Context: an optimization exercise on an open-source flow, tuned for small area, a short achievable clock period and few clock cycles per item. The choices shown serve that exercise and are no tape-out recipe. RTL that was checked went through simulation tests only; none was proved equivalent to the original. No functional check of the RTL was part of run 1. Power figures rest on the tool's default switching activity, not on a simulated workload.

## flow/design.v (module list and top-level ports; edited modules follow where they fit)
// module fp_mult_stream: 1711 lines
// module fp_mult_stream_fa: 10 lines
// module fp_mult_stream_ha: 9 lines
// module fp_mult_stream_add: 307 lines
module fp_mult_stream #(
    parameter int WIDTH      = 32,
    parameter int INT_WIDTH  = 16,
    parameter int FRAC_WIDTH = 16,
    parameter int SIGNED     = 1,
    parameter int STAGES     = 3,
    parameter int ROUND      = 1
) (
    input  logic              clk,
    input  logic              reset,
    input  logic              in_valid,
    output logic              in_ready,
    input  logic [WIDTH-1:0]  left,
    input  logic [WIDTH-1:0]  right,
    output logic              out_valid,
    input  logic              out_ready,
    output logic [WIDTH-1:0]  out,
    output logic              ovf
);
  // ...
==> flow/flow/run.sh <==
#!/bin/bash
set -euo pipefail
bash standard.sh SETUP_SLACK_MARGIN=5.8 "BUFFER_PORTS_ARGS=-buffer_cell sky130_fd_sc_hd__buf_2" finish > standard_flow.log 2>&1
==> flow/standard.sh <==
#!/bin/bash
# synth_recipe.tcl (not shown) runs the flow's synth.tcl, then flattens the netlist and writes it again
# the make line also repeats each setting of config.mk as NAME=value (left out here)
make -C /OpenROAD-flow-scripts/flow DESIGN_CONFIG=/design/flow/config.mk WORK_HOME=/design/flow/orfs CLKGATE_MAP_FILE= SYNTH_SCRIPT=/design/flow/synth_recipe.tcl "${@:-finish}"
==> flow/config.mk <==
export PLATFORM = sky130hd
export DESIGN_NAME = fp_mult_stream
export DESIGN_NICKNAME = fp_mult_stream
export VERILOG_FILES = /design/flow/design.v
export SDC_FILE = /design/flow/constraint.sdc
export NUM_CORES = 4
export LEC_CHECK = 0
export ABC_AREA = 1
export CAP_MARGIN = 20
export CORE_MARGIN = 2
export CORE_UTILIZATION = 40
export SLEW_MARGIN = 20
export SYNTH_HIERARCHICAL = 1
==> flow/constraint.sdc <==
create_clock -name core_clock -period 10.0 [get_ports {clk}]
set_input_delay 2.0000 -clock core_clock [delete_from_list [all_inputs] [get_ports {clk}]]
set_output_delay 2.0000 -clock core_clock [all_outputs]
set_load 0.01 [all_outputs]
==> key figures, run 1 <==
Outcome
  – Status: finished clean

Setup path
  – Top delay family on crit path: adder cells
  – Worst Setup SP: one_q[1]
  – Flop-to-flop setup slack: just under 6 ns
  – Critical Path Sink: cs_q[27]
  – CP max FO: 11
  – Worst path max stage delay: between 0.5 and 0.6 ns
  – Critical path capture point type: register

Run
  – Max Cap Viol: 0

Floorplanning
  – Row count: about 100

Drt
  – Remaining antenna violation count: 0
  – Via density: between 5 and 6
  – Met3 wire length: between 10 and 15 mm

Min path
  – Hold path cells: 2
  – Hold Path Origin: valid_q[2]

Layout
  – Signal buffers: between 200 and 250
  – Signal buf overhead: between 4 and 5%
  – Biggest regs: cs_q (119), res0_q (33), res1_q (33)
  – Layout cell share with drive strength beyond 1: ~15%
  – Fin util: between 40% and 50%

Timing
  – Final Hold Viols: 0
  – Slew Limit Headroom: 32.3%
  – F_max: between 200 and 250 MHz
  – Max Clock Skew: 0.0350 ns

Power and ir drop
  – Maximum VDD drop: roughly 0.18 mV
  – Clock share of power: between 10% and 20%
  – Clk pwr: roughly 0.0013 W
  – Switch Pwr: approximately 0.0057 W
  – Switching fraction of total power: ~47%
  – Comb pwr share: between 70 and 80%

CTS
  – Post-CTS setup buffer count: 12
  – CTS sink cnt: 271
  – CTS H-tree lvls: 2
  – # resized after CTS: 20

Place
  – DPL Wire Length: between 60 and 70 mm

Global routing
  – Vias in the first global route: between 20000 and 25000
  – M1 GR Usage: approximately 34%

Synthesis
  – Synth Net Count: roughly 3700
==> run 2, diff against run 1 <==
--- a/flow/design.v
+++ b/flow/design.v
@@ -16,29 +16,29 @@
     input  logic              out_ready,
     output logic [WIDTH-1:0]  out,
     output logic              ovf
 );
     logic              en;
     logic [2:1]        valid_q;
     logic              res0_v_q, res1_v_q, rdy_q;
     logic              res1_v_d;
-    logic [32:0]       res0_q, res1_q;      
-    logic [32:0]       res_c;
+    logic [33:0]       res0_q, res1_q;      
+    logic [33:0]       res_c;
     logic              push;
     logic [31:0]       a_q;
     logic [15:0]       one_q, two_q, neg_q;
     logic [15:0]       one_d, two_d, neg_d;
     logic [118:0]      cs_q;
     logic              sgn_q;
     assign en        = ~res1_v_q;
     assign in_ready  = rdy_q;               
     assign push      = en & valid_q[2];
     assign out_valid = res0_v_q;
-    assign out       = res0_q[31:0];
+    assign out       = res0_q[32] ? {res0_q[33], {31{~res0_q[33]}}} : res0_q[31:0];
     assign ovf       = res0_q[32];
     assign res1_v_d = res1_v_q ? ~out_ready : (push & res0_v_q & ~out_ready);
     always_ff @(posedge clk) begin
         if (reset) begin
             valid_q  <= '0;
             res0_v_q <= 1'b0;
             res1_v_q <= 1'b0;
             rdy_q    <= 1'b1;
@@ -1701,17 +1701,17 @@
             z_ok[i] = hp[i] == (hx[i-1] | hy[i-1]);
             o_ok[i] = hp[i] != (hx[i-1] & hy[i-1]);
         end
         z_hi   = &z_ok;
         o_hi   = &o_ok;
         all_eq = c47 ? ((z_hi & hp[0]) | (o_hi & ~hp[0]))
                      : ((z_hi & ~hp[0]) | (o_hi & hp[0]));
         ovf_c  = ~all_eq;
-        res_c  = {ovf_c, ovf_c ? {sgn_q, {31{~sgn_q}}} : sum[31:0]};
+        res_c  = {sgn_q, ovf_c, sum[31:0]};
     end
 endmodule
 module fp_mult_stream_fa (
     input  logic a,
     input  logic b,
     input  logic c,
     output logic s,
     output logic co
==> flow/flow/run.sh (replaced) <==
#!/bin/bash
set -euo pipefail
bash standard.sh SETUP_SLACK_MARGIN=6.0 "BUFFER_PORTS_ARGS=-buffer_cell sky130_fd_sc_hd__buf_2" finish > standard_flow.log 2>&1
==> run 2 against run 1 <==
Against the previous run: non-clock buffer count decreased by 19; cell count decreased by 1.2%; design area fell by 0.56%; sequential share of layout area grew 0.30 points; critical endpoint is now cs_q[56].
==> key figures, run 2 <==
Layout
  – Final #Nets: about 3700
  – Final Non-Filler Cells: 4100
  – Biggest regs: cs_q (119), res0_q (34), res1_q (34)
  – Sequential cell area: slightly above 8000 um2
  – Layout cell share with drive strength beyond 1: 11.2% (-3.4 points)
  – Most common cell after layout, fill and taps aside: xor2_1
  – Fillers: around 7400
  – Synth-to-Final Area Change: 9.95%
  – Area of the multi-input gates: between 20000 and 25000 um2
  – Reg with most FFs: cs_q
  – Number of flip-flops in the largest register: 119
  – Most frequent cells in the layout: 567 x xor2_1, 486 x o22ai_1, 435 x fa_1
  – Final instance area: 35100 um2

Setup path
  – Worst Setup SP: neg_q[12]
  – Worst path cell trace: buf_4 > xor2_1 > fa_1 > fa_1 > fa_1 > fa_1 > fa_1
  – CP max FO: 34 (+23)
  – Most common cell on crit path: fa_1
  – Critical path capture point type: register
  – Worst EP arrival: between 4 and 5 ns
  – Crit path max-delay cell type: buf_4
  – WS Path Type: register to register
  – Worst path max stage delay: 0.63 ns (+0.07 ns)
  – CP Launch Type: register
  – Critical Path RT: roughly 10 ns
  – Worst r2r src: neg_q[12]

Drt
  – Max Used Layer: met4
  – Drt wl/cell: 25.3 um
  – Via density: 5.89 (+2.5%)
  – DRC viols: 0
  – Post-Route WL: about 100 mm
  – Wire length on met2: about 44 mm
  – Met3 wire length: 13.4 mm (+2.0%)
  – Initial DRC count: roughly 2700
  – Remaining antenna violation count: 0 (unchanged)
  – Drt pass-1 iters: 8
  – Via count: approximately 24000
  – Wl on met1: between 40 and 50 mm

Floorplanning
  – Die W: roughly 290 um
  – Die height: between 200 and 300 um
  – # IOs: between 100 and 150
  – Initial Utilization: between 40% and 50%
  – Area of the core: 79000 um2
  – Die ar.: 82000 um2
  – Row count: 103 (unchanged)

CTS
  – CTS Root Cell: clkbuf_16
  – CTS sink cnt: 273 (+0.74%)
  – CTS Buffer Depth: 3
  – CTS H-tree lvls: 2 (unchanged)
  – Clock transition at the registers of the reported paths: about 0.060 ns
  – Worst skew pair latency: between 0.5 and 0.6 ns
  – CTS Buf Count: 36
  – CTS tree: built

Timing
  – Final worst setup slack: 6.00 ns
  – RSZ-0062 raised after global routing: true
  – Final worst path period need: ~4 ns
  – Final Cycle Share: between 40% and 50%
  – Max Clock Skew: 0.0141 ns (-0.0210 ns)
  – F_max: 250 MHz (+5.5%)
  – Slew Limit Headroom: 35.5% (+3.2 points)
  – Final Setup Violations: 0
  – Final Hold Viols: 0 (unchanged)
  – Slew Viols, Final: 0
  – Actual slew at the worst max-slew pin: a little under 1 ns
  – Setup TNS: 0 ns

Synthesis
  – Syn_area_per_cell: approximately 10 um2
  – Post-Syn Area: 31900 um2
  – Synth Net Count: 3703 (-0.80%)
  – Yosys Warn Count: 7
  – Cell count after synthesis: 3040

Power and ir drop
  – Maximum VDD drop: 0.170 mV (-2.9%)
  – Pwr per Cell Area: around 360 nW/um2
  – LEAKAGE: about 15 nW

Place
  – Pre-CTS WS: between 5 and 6 ns
  – Gpl congestion: ~0.9
  – Port Buffer Count: around 100
  – Placement Cell Area: ~33000 um2
  – DPL Wire Length: 63.7 mm (-1.4%)
  – Placed Instances: roughly 4000

Global routing
  – Initial antenna violation count: 1
  – Total gr overflow: 0
  – GR Util All Layers: between 20 and 30%
  – Global-route wire length before repair: approximately 160 mm
  – Pin count of the biggest net entering global routing: 78
  – Vias in the first global route: 24800 (+2.5%)

Run
  – Max Cap Viol: 0 (unchanged)

Min path
  – Hold Path Origin: valid_q[2]
  – HP Class: register to register

Outcome
  – Status: finished clean
[run 2: changes by cell type in the layout (fill, tap and decap cells not counted), sizes merged, moves of 2 or more]
cell	change
edfxtp	+2
xnor2	+6
clkinv	+10
inv	-5
nand4	-2
clkbuf	+7
nand2	-15
xor2	-2
buf	-26
nor3	-3
nand3	-8
nor4	-2
clkinvlp	-10
[run 2: critical path: cells and delay by family, from the launching register on]
| kind | cells | cell delay, ns |
|---|---|---|
| flops | 1 | 0.32 |
| fa+ha+maj | 5 | 2.55 |
| buf+inv | 1 | 0.63 |
| xor+xnor | 1 | 0.20 |
[run 2: repair_timing]
action	4_1_cts	5_1_grt
hold buffers	0	0
gates resized for setup	47	116
setup endpoints to repair	106	47
buffers inserted	20	7
pin swaps	1	2
gates cloned	4	3
[run 2: final timing paths]
| path | end | slack (ns) | cells after the start |
|---|---|---|---|
| setup / recovery | cs_q[56] | 6.00 | 7 |
| hold / removal | valid_q[2] | 0.47 | 2 |
| setup reg to reg | cs_q[56] | 6.00 | 7 |
| hold reg to reg | valid_q[2] | 0.47 | 2 |
[run 2: layout make-up]
type                            instances  area share, %
Sequential cell                       273           23.2
Multi-Input combinational cell       2242           61.4
Antenna cell                            1        0.00713
Tap cell                             1050           3.75
Timing Repair Buffer                  210           5.13
Timing Repair inverter                  4         0.0856
Inverter                              256           2.88
Clock buffer                           39           2.60
Clock inverter                         25          0.906
[run 2: report_power, final]
group | total [W] | leakage, nW | internal (W) | switching [W]
combinational | 0.00869 | 11.5 | 0.00360 | 0.00508
clock | 0.00135 | 0.596 | 0.000823 | 0.000531
sequential | 0.00267 | 2.85 | 0.00252 | 0.000152
[run 2: per-stage QoR]
step                      hold slack (ns)  total power [W]  util (%)
after global routing                0.494           0.0142      44.4
after global placement              0.461           0.0110      41.8
after CTS                           0.478           0.0127      43.8
after detailed placement            0.468           0.0112      41.8
after floorplan                     0.427          0.00878         -
final                               0.472           0.0127      44.4
[run 2: routing by layer]
layer	global-route usage (%)	up-vias
met5	0	-
met4	10.4	0
met3	8.41	392
met2	37.4	1671
met1	33.7	11900
li1	-	10200
Testbench counts of run 2, summed over its fixed seeds: cycles 16,024, items 16,000.
==> run 3, diff against run 2 <==
--- a/flow/config.mk
+++ b/flow/config.mk
@@ -11,3 +11,4 @@
 export CORE_UTILIZATION = 40
 export SLEW_MARGIN = 20
 export SYNTH_HIERARCHICAL = 1
+export TNS_END_PERCENT = 10
==> run 3 against run 2 <==
Against the previous run: still clean on timing, DRC and antenna; area after synthesis did not move; total power fell by 0.35%; critical path depth rose by 3; cell count fell by 0.12%; non-clock buffer count fell by 6; hold slack got worse by 0.0016 ns; first-iteration DRC count rose by 2.5%; combinational power fell by 0.6%; global-route usage fell by 0.26 points; critical endpoint is now cs_q[82]; largest cell class unchanged.
==> key figures, run 3 <==
Outcome
  – Status: finished clean

Layout
  – Layout cell share with drive strength beyond 1: 11.1% (-0.18 points)
  – Most common cell after layout, fill and taps aside: xor2_1
  – # diodes: 0 (-1)
  – Biggest regs: cs_q (119), res0_q (34), res1_q (34)
  – Most frequent cells in the layout: 568 x xor2_1, 481 x o22ai_1, 430 x fa_1
  – Reg with most FFs: cs_q
  – Final #Nets: 3681 (-0.14%)
  – Number of flip-flops in the largest register: 119 (unchanged)
  – Fin util: 44.0% (-0.37 points)
  – Synth-to-Final Area Change: 9.02%

Setup path
  – Worst Setup SP: neg_q[6]
  – Worst-case reg-to-reg path depth: 10 (+3)
  – CP Launch Type: register
  – Most common cell on crit path: fa_1
  – Critical path capture point type: register
  – Flop-to-flop setup slack: 5.92 ns (-0.08 ns)
  – CP max FO: 34 (unchanged)
  – Worst path max stage delay: 0.53 ns (-0.10 ns)
  – Worst path cell trace: buf_6 > inv_1 > xor2_1 > ha_1 > inv_1 > fa_1 > fa_1 > fa_1 > fa_1 > ha_1
  – Worst r2r src: neg_q[6]
  – Crit path max-delay cell type: fa_1
  – Worst EP arrival: 4.37 ns (+0.09 ns)
  – Critical Path RT: 10.29 ns (about the same)
  – WS Path Type: register to register
  – Reg2Reg Capture Point: cs_q[82]

Place
  – DPL Wire Length: 63.6 mm (about the same)
  – Gpl congestion: 0.872 (-1.8%)
  – Port Buffer Count: 102 (unchanged)

Floorplanning
  – Die height: 286 um (unchanged)
  – Area of the core: 79000 um2 (unchanged)
  – Die W: 286 um (unchanged)
  – Initial Utilization: 40.4% (unchanged)
  – Die ar.: 82000 um2 (unchanged)
  – Row count: 103 (unchanged)
  – # IOs: 103 (unchanged)

Global routing
  – Pin count of the biggest net entering global routing: 78 (unchanged)
  – Initial antenna violation count: 2 (+1)
  – Total gr overflow: 0 (unchanged)
  – GR Util All Layers: 24.9% (-0.26 points)
  – Global-route wire length before repair: 155 mm (-0.74%)
  – Vias in the first global route: 24800 (+0.10%)

Drt
  – Via density: 5.82 (-1.2%)
  – Remaining antenna violation count: 0 (unchanged)
  – Via count: 23800 (-1.3%)
  – Initial DRC count: 2742 (+2.5%)
  – Drt pass-1 iters: 7 (-1)
  – Post-Route WL: 102 mm (-1.9%)
  – Drt wl/cell: 24.8 um (-1.8%)
  – DRC viols: 0 (unchanged)

CTS
  – CTS tree: built
  – Clock transition at the registers of the reported paths: 0.06 ns (about the same)
  – CTS Buf Count: 37 (+2.8%)
  – CTS H-tree lvls: 2 (unchanged)
  – CTS Root Cell: clkbuf_16
  – Worst skew pair latency: 0.58 ns (+0.02 ns)
  – CTS Buffer Depth: 3 (unchanged)
  – CTS sink cnt: 273 (unchanged)

Timing
  – F_max: 245 MHz (-1.9%)
  – Final Setup Violations: 0 (unchanged)
  – Max Clock Skew: 0.0244 ns (+0.0103 ns)
  – RSZ-0062 raised after global routing: true
  – Worst hold slack: 0.471 ns (-0.00155 ns)
  – Actual slew at the worst max-slew pin: 1.01 ns (+0.0434 ns)
  – Final Hold Viols: 0 (unchanged)
  – Slew Viols, Final: 0 (unchanged)
  – Final worst path period need: 4.08 ns (+0.0773 ns)
  – Slew Limit Headroom: 31.9% (-3.6 points)
  – Setup TNS: 0 ns (unchanged)
  – Final Cycle Share: 40.8% (+0.77 points)

Min path
  – Hold path cells: 0 (-2)
  – Hold Path End: res1_q[33]
  – HP Class: register to register
  – Hold Path Origin: sgn_q

Power and ir drop
  – LEAKAGE: 14.8 nW (-0.81%)
  – Pwr per Cell Area: 364 nW/um2 (+0.49%)
  – Maximum VDD drop: 0.180 mV (+5.9%)

Synthesis
  – Cell count after synthesis: 3040 (unchanged)
  – Synth Net Count: 3703 (unchanged)
  – Post-Syn Area: 31900 um2 (unchanged)
  – Syn_area_per_cell: 10.5 um2 (unchanged)
  – Yosys Warn Count: 7 (unchanged)

Run
  – Max Cap Viol: 0 (unchanged)
-- run 3: power by group --
part           internal, W  switching, W
combinational      0.00359       0.00505
sequential         0.00252      0.000145
clock             0.000817      0.000543
-- run 3: worst max path at each step --
| stage | to |
|---|---|
| after floorplan | res0_q[0] |
| after global placement | cs_q[2] |
| after detailed placement | out[29] |
| after CTS | res0_q[32] |
| after global routing | cs_q[2] |
| final | cs_q[82] |
-- run 3: layer usage --
layer / share of wire (%) / up-vias / track usage [%] / wire, um
met2: 43 / 1607 / 37.7 / 43900
met1: 40 / 11600 / 33.3 / 40600
met3: 12 / 369 / 7.66 / 12200
met4: 4.8 / 0 / 9.99 / 4900
li1: - / 10200 / - / -
met5: 0 / - / 0 / 0
-- run 3: final cells by class --
class / count / area, um2
flip-flops and latches: 273 / 8150
well taps: 1050 / 1310
fillers: 7406 / 44200
inverters: 256 / 998
clock inverters: 24 / 243
repair inverters: 4 / 30.0
multi-input cells: 2242 / 21600
repair buffers: 204 / 1510
clock buffers: 42 / 987
-- run 3: worst max-delay path, delay by kind of cell, from the launching register on --
kind	cells	cell delay, ns
XOR/XNOR	1	0.43
adder cells (fa/ha/maj)	6	2.28
buffers and inverters	3	0.75
flip-flops	1	0.34
-- run 3: timing repair --
action / 4_1_cts / 5_1_grt
setup buffers: 10 / 13
hold buffers: 0 / 0
gates cloned: 3 / 1
resized for setup: 11 / 86
pin swaps: 0 / 5
setup endpoints to repair: 104 / 61
-- run 3: through the flow --
stage | instances | worst slack (ns) | cell area (um2) | power [W]
floorplan | 3040 | 5.13 | 31900 | 0.00878
global placement | 4002 | 5.42 | 33000 | 0.0110
detailed placement | 4002 | 5.52 | 33000 | 0.0112
CTS | 4081 | 5.75 | 34400 | 0.0127
global route | 4095 | 5.87 | 34800 | 0.0141
finish | 4095 | 5.92 | 34800 | 0.0127
==> run 4, diff against run 3 <==
--- a/flow/config.mk
+++ b/flow/config.mk
@@ -11,4 +11,3 @@
 export CORE_UTILIZATION = 40
 export SLEW_MARGIN = 20
 export SYNTH_HIERARCHICAL = 1
-export TNS_END_PERCENT = 10
==> run 4 against run 3 <==
Against the previous run: global-route usage rose by 0.26 points; largest cell class unchanged; combinational power rose by 0.6%; core utilization rose by 0.37 points; largest power group unchanged; total power rose by 0.36%.
==> key figures, run 4 <==
Global routing
  – Initial antenna violation count: 1 (-1)
  – Pin count of the biggest net entering global routing: 78 (unchanged)
  – Global-route wire length before repair: 156 mm (+0.74%)
  – Total gr overflow: 0 (unchanged)
  – Vias in the first global route: 24800 (-0.10%)
  – GR Util All Layers: 25.2% (+0.26 points)

CTS
  – CTS sink cnt: 273 (unchanged)
  – CTS Root Cell: clkbuf_16
  – CTS Hold Bufs: 0 (unchanged)
  – Clock transition at the registers of the reported paths: 0.06 ns (about the same)
  – CTS Buf Count: 36 (-2.7%)
  – CTS Buffer Depth: 3 (unchanged)
  – CTS H-tree lvls: 2 (unchanged)
  – Worst skew pair latency: 0.56 ns (-0.02 ns)
  – CTS tree: built

Timing
  – F_max: 250 MHz (+1.9%)
  – RSZ-0062 raised after global routing: true
  – Final worst path period need: 4.00 ns (-0.0773 ns)
  – Final Cycle Share: 40.0% (-0.77 points)
  – Actual slew at the worst max-slew pin: 0.967 ns (-0.0434 ns)
  – Setup TNS: 0 ns (unchanged)
  – Final Hold Viols: 0 (unchanged)
  – Final Setup Violations: 0 (unchanged)
  – Slew Viols, Final: 0 (unchanged)
  – Max Clock Skew: 0.0141 ns (-0.0103 ns)
  – Slew Limit Headroom: 35.5% (+3.6 points)

Synthesis
  – Post-Syn Area: 31900 um2 (unchanged)
  – Synth Net Count: 3703 (unchanged)
  – Syn_area_per_cell: 10.5 um2 (unchanged)
  – Cell count after synthesis: 3040 (unchanged)
  – Yosys Warn Count: 7 (unchanged)

Run
  – Max Cap Viol: 0 (unchanged)

Min path
  – Hold Path Origin: valid_q[2]
  – Hold Path End: valid_q[2]
  – Hold path cells: 2 (+2)
  – HP Class: register to register

Layout
  – Reg with most FFs: cs_q
  – Layout cell share with drive strength beyond 1: 11.2% (+0.18 points)
  – Final #Nets: 3686 (+0.14%)
  – Most common cell after layout, fill and taps aside: xor2_1
  – Most frequent cells in the layout: 567 x xor2_1, 486 x o22ai_1, 435 x fa_1
  – Biggest regs: cs_q (119), res0_q (34), res1_q (34)
  – Number of flip-flops in the largest register: 119 (unchanged)
  – Fin util: 44.4% (+0.37 points)
  – Synth-to-Final Area Change: 9.95%
  – Fillers: 7416 (+0.14%)

Drt
  – DRC viols: 0 (unchanged)
  – Via density: 5.89 (+1.2%)
  – Drt pass-1 iters: 8 (+1)
  – Drt wl/cell: 25.3 um (+1.9%)
  – Initial DRC count: 2676 (-2.4%)
  – Remaining antenna violation count: 0 (unchanged)
  – Post-Route WL: 104 mm (+2.0%)
  – Via count: 24100 (+1.3%)

Floorplanning
  – Initial Utilization: 40.4% (unchanged)
  – Die W: 286 um (unchanged)
  – Area of the core: 79000 um2 (unchanged)
  – Row count: 103 (unchanged)
  – # IOs: 103 (unchanged)
  – Die ar.: 82000 um2 (unchanged)
  – Die height: 286 um (unchanged)

Setup path
  – Worst r2r src: neg_q[12]
  – CP Launch Type: register
  – Worst-case reg-to-reg path depth: 7 (-3)
  – CP max FO: 34 (unchanged)
  – Reg2Reg Capture Point: cs_q[56]
  – Critical Path RT: 10.28 ns (about the same)
  – Flop-to-flop setup slack: 6.00 ns (+0.08 ns)
  – Worst EP arrival: 4.28 ns (-0.09 ns)
  – WS Path Type: register to register
  – Critical path capture point type: register

Power and ir drop
  – LEAKAGE: 14.9 nW (+0.82%)
  – Maximum VDD drop: 0.170 mV (-5.6%)
  – Switching fraction of total power: 45.4% (+0.072 points)
  – Comb pwr share: 68.3% (about the same)
  – Internal power: 0.00695 W (+0.22%)
  – Pwr per Cell Area: 362 nW/um2 (-0.49%)
  – Clock share of power: 10.6% (about the same)
  – Seq pwr share: 21.0% (about the same)
  – Switch Pwr: 0.00577 W (+0.51%)

Place
  – Port Buffer Count: 102 (unchanged)
  – DPL Wire Length: 63.7 mm (about the same)
  – Gpl congestion: 0.888 (+1.8%)

Outcome
  – Status: finished clean
## run 4: cell types whose count changed in the layout (fill, tap and decap cells not counted), sizes merged
cell	previous run	this run
diode	0	1
bufinv	4	6
inv	248	249
clkinvlp	10	11
clkbuf	44	48
clkinv	22	19
buf	202	201
## run 4: per-layer routing
| layer | share of wire (%) | vias to the layer above | track usage (%) |
|---|---|---|---|
| met3 | 13 | 392 | 8.41 |
| met5 | 0 | - | 0 |
| met4 | 4.7 | 0 | 10.4 |
| li1 | - | 10200 | - |
| met2 | 42 | 1671 | 37.4 |
| met1 | 40 | 11900 | 33.7 |
## run 4: stage by stage
step | power (W) | instance area, um2 | hold WS (ns) | worst slack [ns] | cells
after floorplan | 0.00878 | 31900 | 0.427 | 6.12 | 3040
after global placement | 0.0110 | 33000 | 0.461 | 5.57 | 4001
after detailed placement | 0.0112 | 33000 | 0.468 | 5.54 | 4001
after CTS | 0.0127 | 34600 | 0.478 | 6.00 | 4089
after global routing | 0.0142 | 35100 | 0.494 | 5.95 | 4099
final | 0.0127 | 35100 | 0.472 | 6.00 | 4100
## run 4: worst max path at each step
stage / start / endpoint / slack, ns / cells past startpoint
2_1_floorplan: res1_v_q / a_q[0] / 6.12 / 2
3_3_place_gp: one_q[0] / cs_q[2] / 5.57 / 14
3_5_place_dp: one_q[0] / cs_q[2] / 5.54 / 14
4_1_cts: a_q[6] / cs_q[2] / 6.00 / 15
5_1_grt: cs_q[48] / res0_q[32] / 5.95 / 19
6_report: neg_q[12] / cs_q[56] / 6.00 / 7
## run 4: worst max-delay path: stages, from the launching register on
cell and delay (ns):
edfxtp_1 0.32, buf_4 0.63, xor2_1 0.20, fa_1 0.58, fa_1 0.56, fa_1 0.46, fa_1 0.52, fa_1 0.43
## run 4: timing repair
| item | CTS | global route |
|---|---|---|
| setup endpoints to repair | 106 | 47 |
| gates cloned | 4 | 3 |
| resized for setup | 47 | 116 |
| buffers inserted | 20 | 7 |
| pin swaps | 1 | 2 |
## run 4: power by group through the flow
stage          Clock (W)  Combinational, W  Sequential (W)
6_report         0.00135           0.00869         0.00267
4_1_cts          0.00140           0.00861         0.00268
2_1_floorplan          0           0.00613         0.00265
3_5_place_dp           0           0.00855         0.00270
5_1_grt          0.00144            0.0100         0.00272
3_3_place_gp           0           0.00829         0.00270
## run 4: area by class of cell
cell class	instances	area, um2	share of cell area [%]
well taps	1050	1310	3.75
diodes	1	2.50	0.00713
repair inverters	4	30.0	0.0856
inverters	256	1010	2.88
repair buffers	210	1800	5.13
clock buffers	39	912	2.60
multi-input cells	2242	21500	61.4
clock inverters	25	318	0.906
flip-flops and latches	273	8150	23.2
==> run 5, diff against run 4 <==
==> flow/flow/run.sh (replaced) <==
#!/bin/bash
set -euo pipefail
bash standard.sh SETUP_SLACK_MARGIN=6.2 "BUFFER_PORTS_ARGS=-buffer_cell sky130_fd_sc_hd__buf_2" finish > standard_flow.log 2>&1
==> run 5 against run 4 <==
Against the previous run: die area unchanged; sequential cell count is the same; maximum frequency is 0.89% higher; non-clock buffer count rose by 51; critical endpoint is now cs_q[70]; register-to-register slack better by 0.04 ns; hold slack got worse by 0.026 ns; area after synthesis is the same; wire length increased by 6.2%; largest power group unchanged; via count increased by 3.5%; worst setup slack gained 0.035 ns; synthesized cell count unchanged.
==> key figures, run 5 <==
Floorplanning
  – Die W: 286 um (unchanged)
  – Initial Utilization: 40.4% (unchanged)
  – Die ar.: 82000 um2 (unchanged)
  – Row count: 103 (unchanged)
  – # IOs: 103 (unchanged)
  – Die height: 286 um (unchanged)
  – Area of the core: 79000 um2 (unchanged)

Drt
  – Initial DRC count: 3094 (+16%)
  – Drt pass-1 iters: 8 (unchanged)
  – Remaining antenna violation count: 0 (unchanged)
  – Via density: 6.01 (+2.1%)
  – DRC viols: 0 (unchanged)
  – Via count: 25000 (+3.5%)
  – Drt wl/cell: 26.5 um (+4.8%)
  – Post-Route WL: 110 mm (+6.2%)

Layout
  – Synth-to-Final Area Change: 16.3%
  – Biggest regs: cs_q (119), res0_q (34), res1_q (34)
  – Final Non-Filler Cells: 4155 (+1.3%)
  – Most common cell after layout, fill and taps aside: xor2_1
  – Number of flip-flops in the largest register: 119 (unchanged)
  – Most frequent cells in the layout: 559 x xor2_1, 460 x o22ai_1, 349 x fa_1
  – Layout cell share with drive strength beyond 1: 18.2% (+7.0 points)
  – Final #Nets: 3741 (+1.5%)
  – # diodes: 0 (-1)
  – Reg with most FFs: cs_q
  – Final instance area: 37100 um2 (+5.8%)
  – Fillers: 7169 (-3.3%)

Global routing
  – Vias in the first global route: 25400 (+2.3%)
  – Initial antenna violation count: 0 (-1)
  – Met3 Resource Use GR: 8.93% (+0.52 points)
  – Pin count of the biggest net entering global routing: 119 (+53%)
  – Total gr overflow: 0 (unchanged)
  – M1 GR Usage: 34.3% (+0.62 points)
  – GR Util All Layers: 25.9% (+0.70 points)
  – Top Usage Layer GRT: met2
  – Met2 usage: 38.4% (+1.0 points)
  – Global-route wire length before repair: 160 mm (+2.8%)

Timing
  – Worst hold slack: 0.447 ns (-0.0255 ns)
  – RSZ-0062 raised after global routing: true
  – Final worst path period need: 3.97 ns (-0.0352 ns)
  – Actual slew at the worst max-slew pin: 1.04 ns (+0.0757 ns)
  – Final Hold Viols: 0 (unchanged)
  – Max Clock Skew: 0.0446 ns (+0.0305 ns)
  – Slew Limit Headroom: 30.5% (-5.0 points)
  – Final Setup Violations: 0 (unchanged)
  – Slew Viols, Final: 0 (unchanged)
  – Final Cycle Share: 39.7% (-0.35 points)
  – Setup TNS: 0 ns (unchanged)
  – F_max: 252 MHz (+0.89%)

CTS
  – CTS sink cnt: 273 (unchanged)
  – CTS H-tree lvls: 2 (unchanged)
  – CTS Root Cell: clkbuf_16
  – Clock transition at the registers of the reported paths: 0.05 ns (about the same)
  – CTS Buf Count: 36 (unchanged)
  – CTS Buffer Depth: 3 (unchanged)
  – CTS tree: built
  – Worst skew pair latency: 0.58 ns (+0.02 ns)

Setup path
  – CP max FO: 8 (-76%)
  – Critical path capture point type: register
  – Worst-case reg-to-reg path depth: 10 (+3)
  – WS Path Type: register to register
  – Critical Path RT: 10.28 ns (about the same)
  – Worst EP arrival: 4.25 ns (-0.03 ns)
  – CP Launch Type: register
  – Reg2Reg Capture Point: cs_q[70]
  – Worst r2r src: one_q[5]
  – Flop-to-flop setup slack: 6.03 ns (+0.04 ns)

Place
  – Port Buffer Count: 102 (unchanged)
  – Gpl congestion: 0.894 (+0.72%)
  – DPL Wire Length: 63.6 mm (about the same)
  – Placement Cell Area: 33000 um2 (about the same)
  – Placed Instances: 3999 (-0.050%)

Power and ir drop
  – LEAKAGE: 15.5 nW (+4.3%)
  – Tot Pwr: 0.0132 W (+4.2%)
  – Pwr per Cell Area: 357 nW/um2 (-1.5%)
  – Maximum VDD drop: 0.196 mV (+15%)

Min path
  – Hold path cells: 0 (-2)
  – Hold Path Origin: sgn_q
  – HP Class: register to register
  – Hold Path End: res1_q[33]

Synthesis
  – Cell count after synthesis: 3040 (unchanged)
  – Post-Syn Area: 31900 um2 (unchanged)
  – Syn_area_per_cell: 10.5 um2 (unchanged)
  – Yosys Warn Count: 7 (unchanged)
  – Synth Net Count: 3703 (unchanged)

Run
  – Max Cap Viol: 0 (unchanged)

Outcome
  – Status: finished clean
## run 5: worst max path at each step
stage                     slack (ns)       start        to
after global placement          5.57    one_q[0]   cs_q[2]
final                           6.03    one_q[5]  cs_q[70]
after floorplan                 6.38      a_q[4]   cs_q[2]
after global routing            5.97    two_q[2]   cs_q[2]
after detailed placement        5.53    one_q[0]   cs_q[2]
after CTS                       6.09  res0_q[32]   out[25]
## run 5: repair_timing
| action | 4_1_cts | 5_1_grt |
|---|---|---|
| gates resized for setup | 290 | 192 |
| cloned | 15 | 10 |
| pin swaps | 26 | 59 |
| setup buffers | 41 | 25 |
| hold buffers | 0 | 0 |
| hold endpoints to repair | 0 | 0 |
| setup endpoints to repair | 125 | 89 |
## run 5: final cells by class
class	count	area, um2	area share, %
sequential	273	8150	22.0
multi-input combinational	2242	22300	60.2
tap	1050	1310	3.54
inverter	256	1150	3.09
timing repair inverter	8	70.1	0.189
clock buffer	42	945	2.55
timing repair buffer	261	2920	7.87
clock inverter	23	236	0.637
## run 5: critical path, stage by stage (launching register included)
cell,delay (ns)
edfxtp_1,0.47
clkinv_4,0.15
buf_4,0.17
buf_16,0.16
o22ai_2,0.15
xor2_1,0.10
fa_1,0.63
fa_2,0.48
fa_1,0.42
fa_1,0.51
fa_1,0.42
## run 5: routing by layer
layer / part of all wire, % / vias to the layer above
met5: 0.048 / -
met4: 5.5 / 2
met3: 14 / 471
met2: 42 / 2024
met1: 38 / 12200
li1: - / 10300
## run 5: per-stage QoR
stage | setup slack (ns) | util, %
finish | 6.03 | 47.0
global route | 5.97 | 47.0
floorplan | 6.38 | -
global placement | 5.57 | 41.7
CTS | 6.09 | 45.5
detailed placement | 5.53 | 41.7
## run 5: report_power, final
group	leakage, nW	switching (W)	internal, W
Sequential	2.85	0.000153	0.00252
Clock	0.575	0.000536	0.000785
Combinational	12.1	0.00532	0.00393
Total	15.5	0.00601	0.00724
==> run 6, diff against run 5 <==
==> flow/flow/run.sh (replaced) <==
#!/bin/bash
set -euo pipefail
bash standard.sh SETUP_SLACK_MARGIN=6.25 "BUFFER_PORTS_ARGS=-buffer_cell sky130_fd_sc_hd__buf_2" finish > standard_flow.log 2>&1
--- a/flow/config.mk
+++ b/flow/config.mk
@@ -11,3 +11,4 @@
 export CORE_UTILIZATION = 40
 export SLEW_MARGIN = 20
 export SYNTH_HIERARCHICAL = 1
+export TNS_END_PERCENT = 10
==> run 6 against run 5 <==
Against the previous run: area after synthesis is the same; critical endpoint is now cs_q[23]; design area shrank 3.5%; synthesized cell count is the same; wire length shrank 5.1%; cell count shrank 0.36%; sequential share of layout area grew 0.79 points.
==> key figures, run 6 <==
Setup path
  – Critical path capture point type: register
  – CP Launch Type: register
  – Flop-to-flop setup slack: 6.03 ns (about the same)
  – Reg2Reg Capture Point: cs_q[23]
  – Worst EP arrival: 4.28 ns (+0.03 ns)
  – Worst r2r src: neg_q[11]
  – Critical Path RT: 10.32 ns (+0.04 ns)
  – WS Path Type: register to register
  – Worst-case reg-to-reg path depth: 7 (-3)
  – CP max FO: 34 (+26)

Global routing
  – Total gr overflow: 0 (unchanged)
  – GR Util All Layers: 25.0% (-0.85 points)
  – Initial antenna violation count: 2 (+2)
  – Pin count of the biggest net entering global routing: 78 (-34%)
  – Global-route wire length before repair: 156 mm (-2.9%)
  – Vias in the first global route: 24900 (-1.8%)

Floorplanning
  – Die height: 286 um (unchanged)
  – Row count: 103 (unchanged)
  – Initial Utilization: 40.4% (unchanged)
  – Die ar.: 82000 um2 (unchanged)
  – # IOs: 103 (unchanged)
  – Area of the core: 79000 um2 (unchanged)
  – Die W: 286 um (unchanged)

CTS
  – CTS tree: built
  – Clock transition at the registers of the reported paths: 0.06 ns (about the same)
  – CTS H-tree lvls: 2 (unchanged)
  – CTS Root Cell: clkbuf_16
  – CTS Buf Count: 37 (+2.8%)
  – Worst skew pair latency: 0.58 ns (about the same)
  – CTS sink cnt: 273 (unchanged)
  – CTS Buffer Depth: 3 (unchanged)

Min path
  – Hold Path Origin: valid_q[2]
  – HP Class: register to register
  – Hold Path End: valid_q[2]
  – Hold path cells: 2 (+2)

Place
  – DPL Wire Length: 63.6 mm (-0.12%)
  – Gpl congestion: 0.885 (-1.1%)
  – Port Buffer Count: 102 (unchanged)

Power and ir drop
  – Pwr per Cell Area: 363 nW/um2 (+1.7%)
  – Seq pwr share: 20.5% (+0.3 points)
  – Comb pwr share: 69.6% (-0.2 points)
  – Switching fraction of total power: 45.3% (-0.12 points)
  – Clock share of power: 9.9% (about the same)
  – Switch Pwr: 0.00589 W (-2.1%)
  – Internal power: 0.00712 W (-1.6%)
  – Maximum VDD drop: 0.178 mV (-9.3%)
  – LEAKAGE: 15.2 nW (-2.0%)

Timing
  – Actual slew at the worst max-slew pin: 0.949 ns (-0.0943 ns)
  – Final Cycle Share: 39.7% (about the same)
  – Final Hold Viols: 0 (unchanged)
  – RSZ-0062 raised after global routing: true
  – Worst hold slack: 0.474 ns (+0.0274 ns)
  – Setup TNS: 0 ns (unchanged)
  – F_max: 252 MHz (about the same)
  – Final worst path period need: 3.97 ns (+0.00227 ns)
  – Final Setup Violations: 0 (unchanged)
  – Max Clock Skew: 0.0396 ns (-0.00499 ns)
  – Slew Limit Headroom: 36.7% (+6.3 points)
  – Slew Viols, Final: 0 (unchanged)

Drt
  – Initial DRC count: 2654 (-14%)
  – Drt wl/cell: 25.2 um (-4.7%)
  – Remaining antenna violation count: 0 (unchanged)
  – Via count: 24200 (-2.9%)
  – DRC viols: 0 (unchanged)
  – Via density: 5.86 (-2.5%)
  – Drt pass-1 iters: 6 (-2)
  – Post-Route WL: 104 mm (-5.1%)

Layout
  – Number of flip-flops in the largest register: 119 (unchanged)
  – Most frequent cells in the layout: 565 x xor2_1, 482 x o22ai_1, 427 x fa_1
  – Most common cell after layout, fill and taps aside: xor2_1
  – Reg with most FFs: cs_q
  – Biggest regs: cs_q (119), res0_q (34), res1_q (34)
  – Layout cell share with drive strength beyond 1: 13.4% (-4.9 points)
  – Final #Nets: 3724 (-0.45%)
  – Synth-to-Final Area Change: 12.2%

Synthesis
  – Synth Net Count: 3703 (unchanged)
  – Post-Syn Area: 31900 um2 (unchanged)
  – Syn_area_per_cell: 10.5 um2 (unchanged)
  – Yosys Warn Count: 7 (unchanged)
  – Cell count after synthesis: 3040 (unchanged)

Outcome
  – Status: finished clean

Run
  – Max Cap Viol: 0 (unchanged)
-- run 6: cell count changes in the layout (fill, tap and decap cells not counted), sizes merged --
cell	delta
bufinv	-4
bufbuf	-2
clkinvlp	-2
diode	+1
clkinv	+1
inv	-1
buf	-8
-- run 6: power by group through the flow --
| stage | clock network [W] | registers, W | logic [W] |
|---|---|---|---|
| 6_report | 0.00129 | 0.00267 | 0.00905 |
| 5_1_grt | 0.00138 | 0.00271 | 0.0103 |
| 4_1_cts | 0.00134 | 0.00268 | 0.00867 |
| 3_5_place_dp | 0 | 0.00270 | 0.00855 |
| 3_3_place_gp | 0 | 0.00269 | 0.00831 |
| 2_1_floorplan | 0 | 0.00265 | 0.00613 |
-- run 6: stage by stage --
step / cells / util [%] / instance area [um2] / setup WS, ns / total power (W)
finish: 4140 / 45.3 / 35800 / 6.03 / 0.0130
global route: 4140 / 45.3 / 35800 / 5.96 / 0.0144
CTS: 4109 / 44.4 / 35100 / 6.13 / 0.0127
detailed placement: 4001 / 41.8 / 33000 / 5.43 / 0.0112
global placement: 4000 / 41.8 / 33000 / 5.51 / 0.0110
floorplan: 3040 / - / 31900 / 6.16 / 0.00878
-- run 6: repair_timing --
action / CTS / global route
hold buffers: 0 / 0
gates resized for setup: 154 / 93
pin swaps: 3 / 15
endpoints found under the setup margin: 134 / 101
buffers inserted: 35 / 23
cloned: 6 / 7
-- run 6: worst max-delay path, cell delays in order, from the launching register on --
cell and delay (ns):
edfxtp_1 0.31, buf_4 0.61, inv_1 0.19, xor2_1 0.63, fa_1 0.54, fa_1 0.47
fa_1 0.54, fa_1 0.40
-- run 6: final cells by class --
class,count,area (um2)
fill,7323,43200
multi-input combinational,2242,21700
sequential,273,8150
timing repair buffer,246,2320
tap,1050,1310
inverter,256,1080
clock buffer,47,1010
clock inverter,20,163
timing repair inverter,5,38.8
antenna,1,2.50
-- run 6: routing by layer --
metal,track usage (%),vias up,wire [um]
li1,-,10300,-
met3,8.50,379,13900
met4,10.3,2,4920
met2,37.6,1744,45100
met1,33.1,11800,40400
met5,0.174,-,29
-- run 6: worst max-delay path by stage --
stage / start / end / slack (ns)
after CTS: res0_q[32] / out[14] / 6.13
after detailed placement: res0_q[32] / out[28] / 5.43
after global placement: res0_q[32] / out[27] / 5.51
after global routing: one_q[4] / cs_q[2] / 5.96
final: neg_q[11] / cs_q[23] / 6.03
after floorplan: out_ready / res0_q[0] / 6.16

-- static timing again, ports no longer ideal --
Ports are ideal in the flow. The routed layouts listed here were re-timed in OpenROAD.
Step 1 assumes that a clkbuf_16 drives the clock port and a buf_2 every other input.
Step 2 adds t to the input delays and takes it off the output delays; t is the mean of the earliest and latest rising clock arrival at the registers after step 1. Input paths then give back, and output paths get back, about the clock's delay inside the block.
a / b / c = no drivers / after step 1 / after step 2; a / b = the first two.
run | shift t [ns] | setup slack, ns | worst hold slack (ns) | slew at the worst register clock pin (ns) | worst data-port slew with drivers (ns)
run 1 | 0.627 | 5.778 / 5.778 / 5.778 | 0.471 / 0.471 / 0.471 | 0.06 / 0.06 | 0.05
run 2 | 0.621 | 5.999 / 5.999 / 5.999 | 0.472 / 0.472 / 0.472 | 0.07 / 0.07 | 0.06
run 3 | 0.633 | 5.921 / 5.921 / 5.921 | 0.471 / 0.471 / 0.471 | 0.07 / 0.07 | 0.07
run 4 | 0.621 | 5.999 / 5.999 / 5.999 | 0.472 / 0.472 / 0.472 | 0.07 / 0.07 | 0.06
run 5 | 0.627 | 6.034 / 6.034 / 6.034 | 0.447 / 0.447 / 0.447 | 0.06 / 0.06 | 0.07
run 6 | 0.629 | 6.031 / 6.031 / 6.031 | 0.474 / 0.474 / 0.474 | 0.06 / 0.06 | 0.07
After both steps every run listed still meets setup and hold.
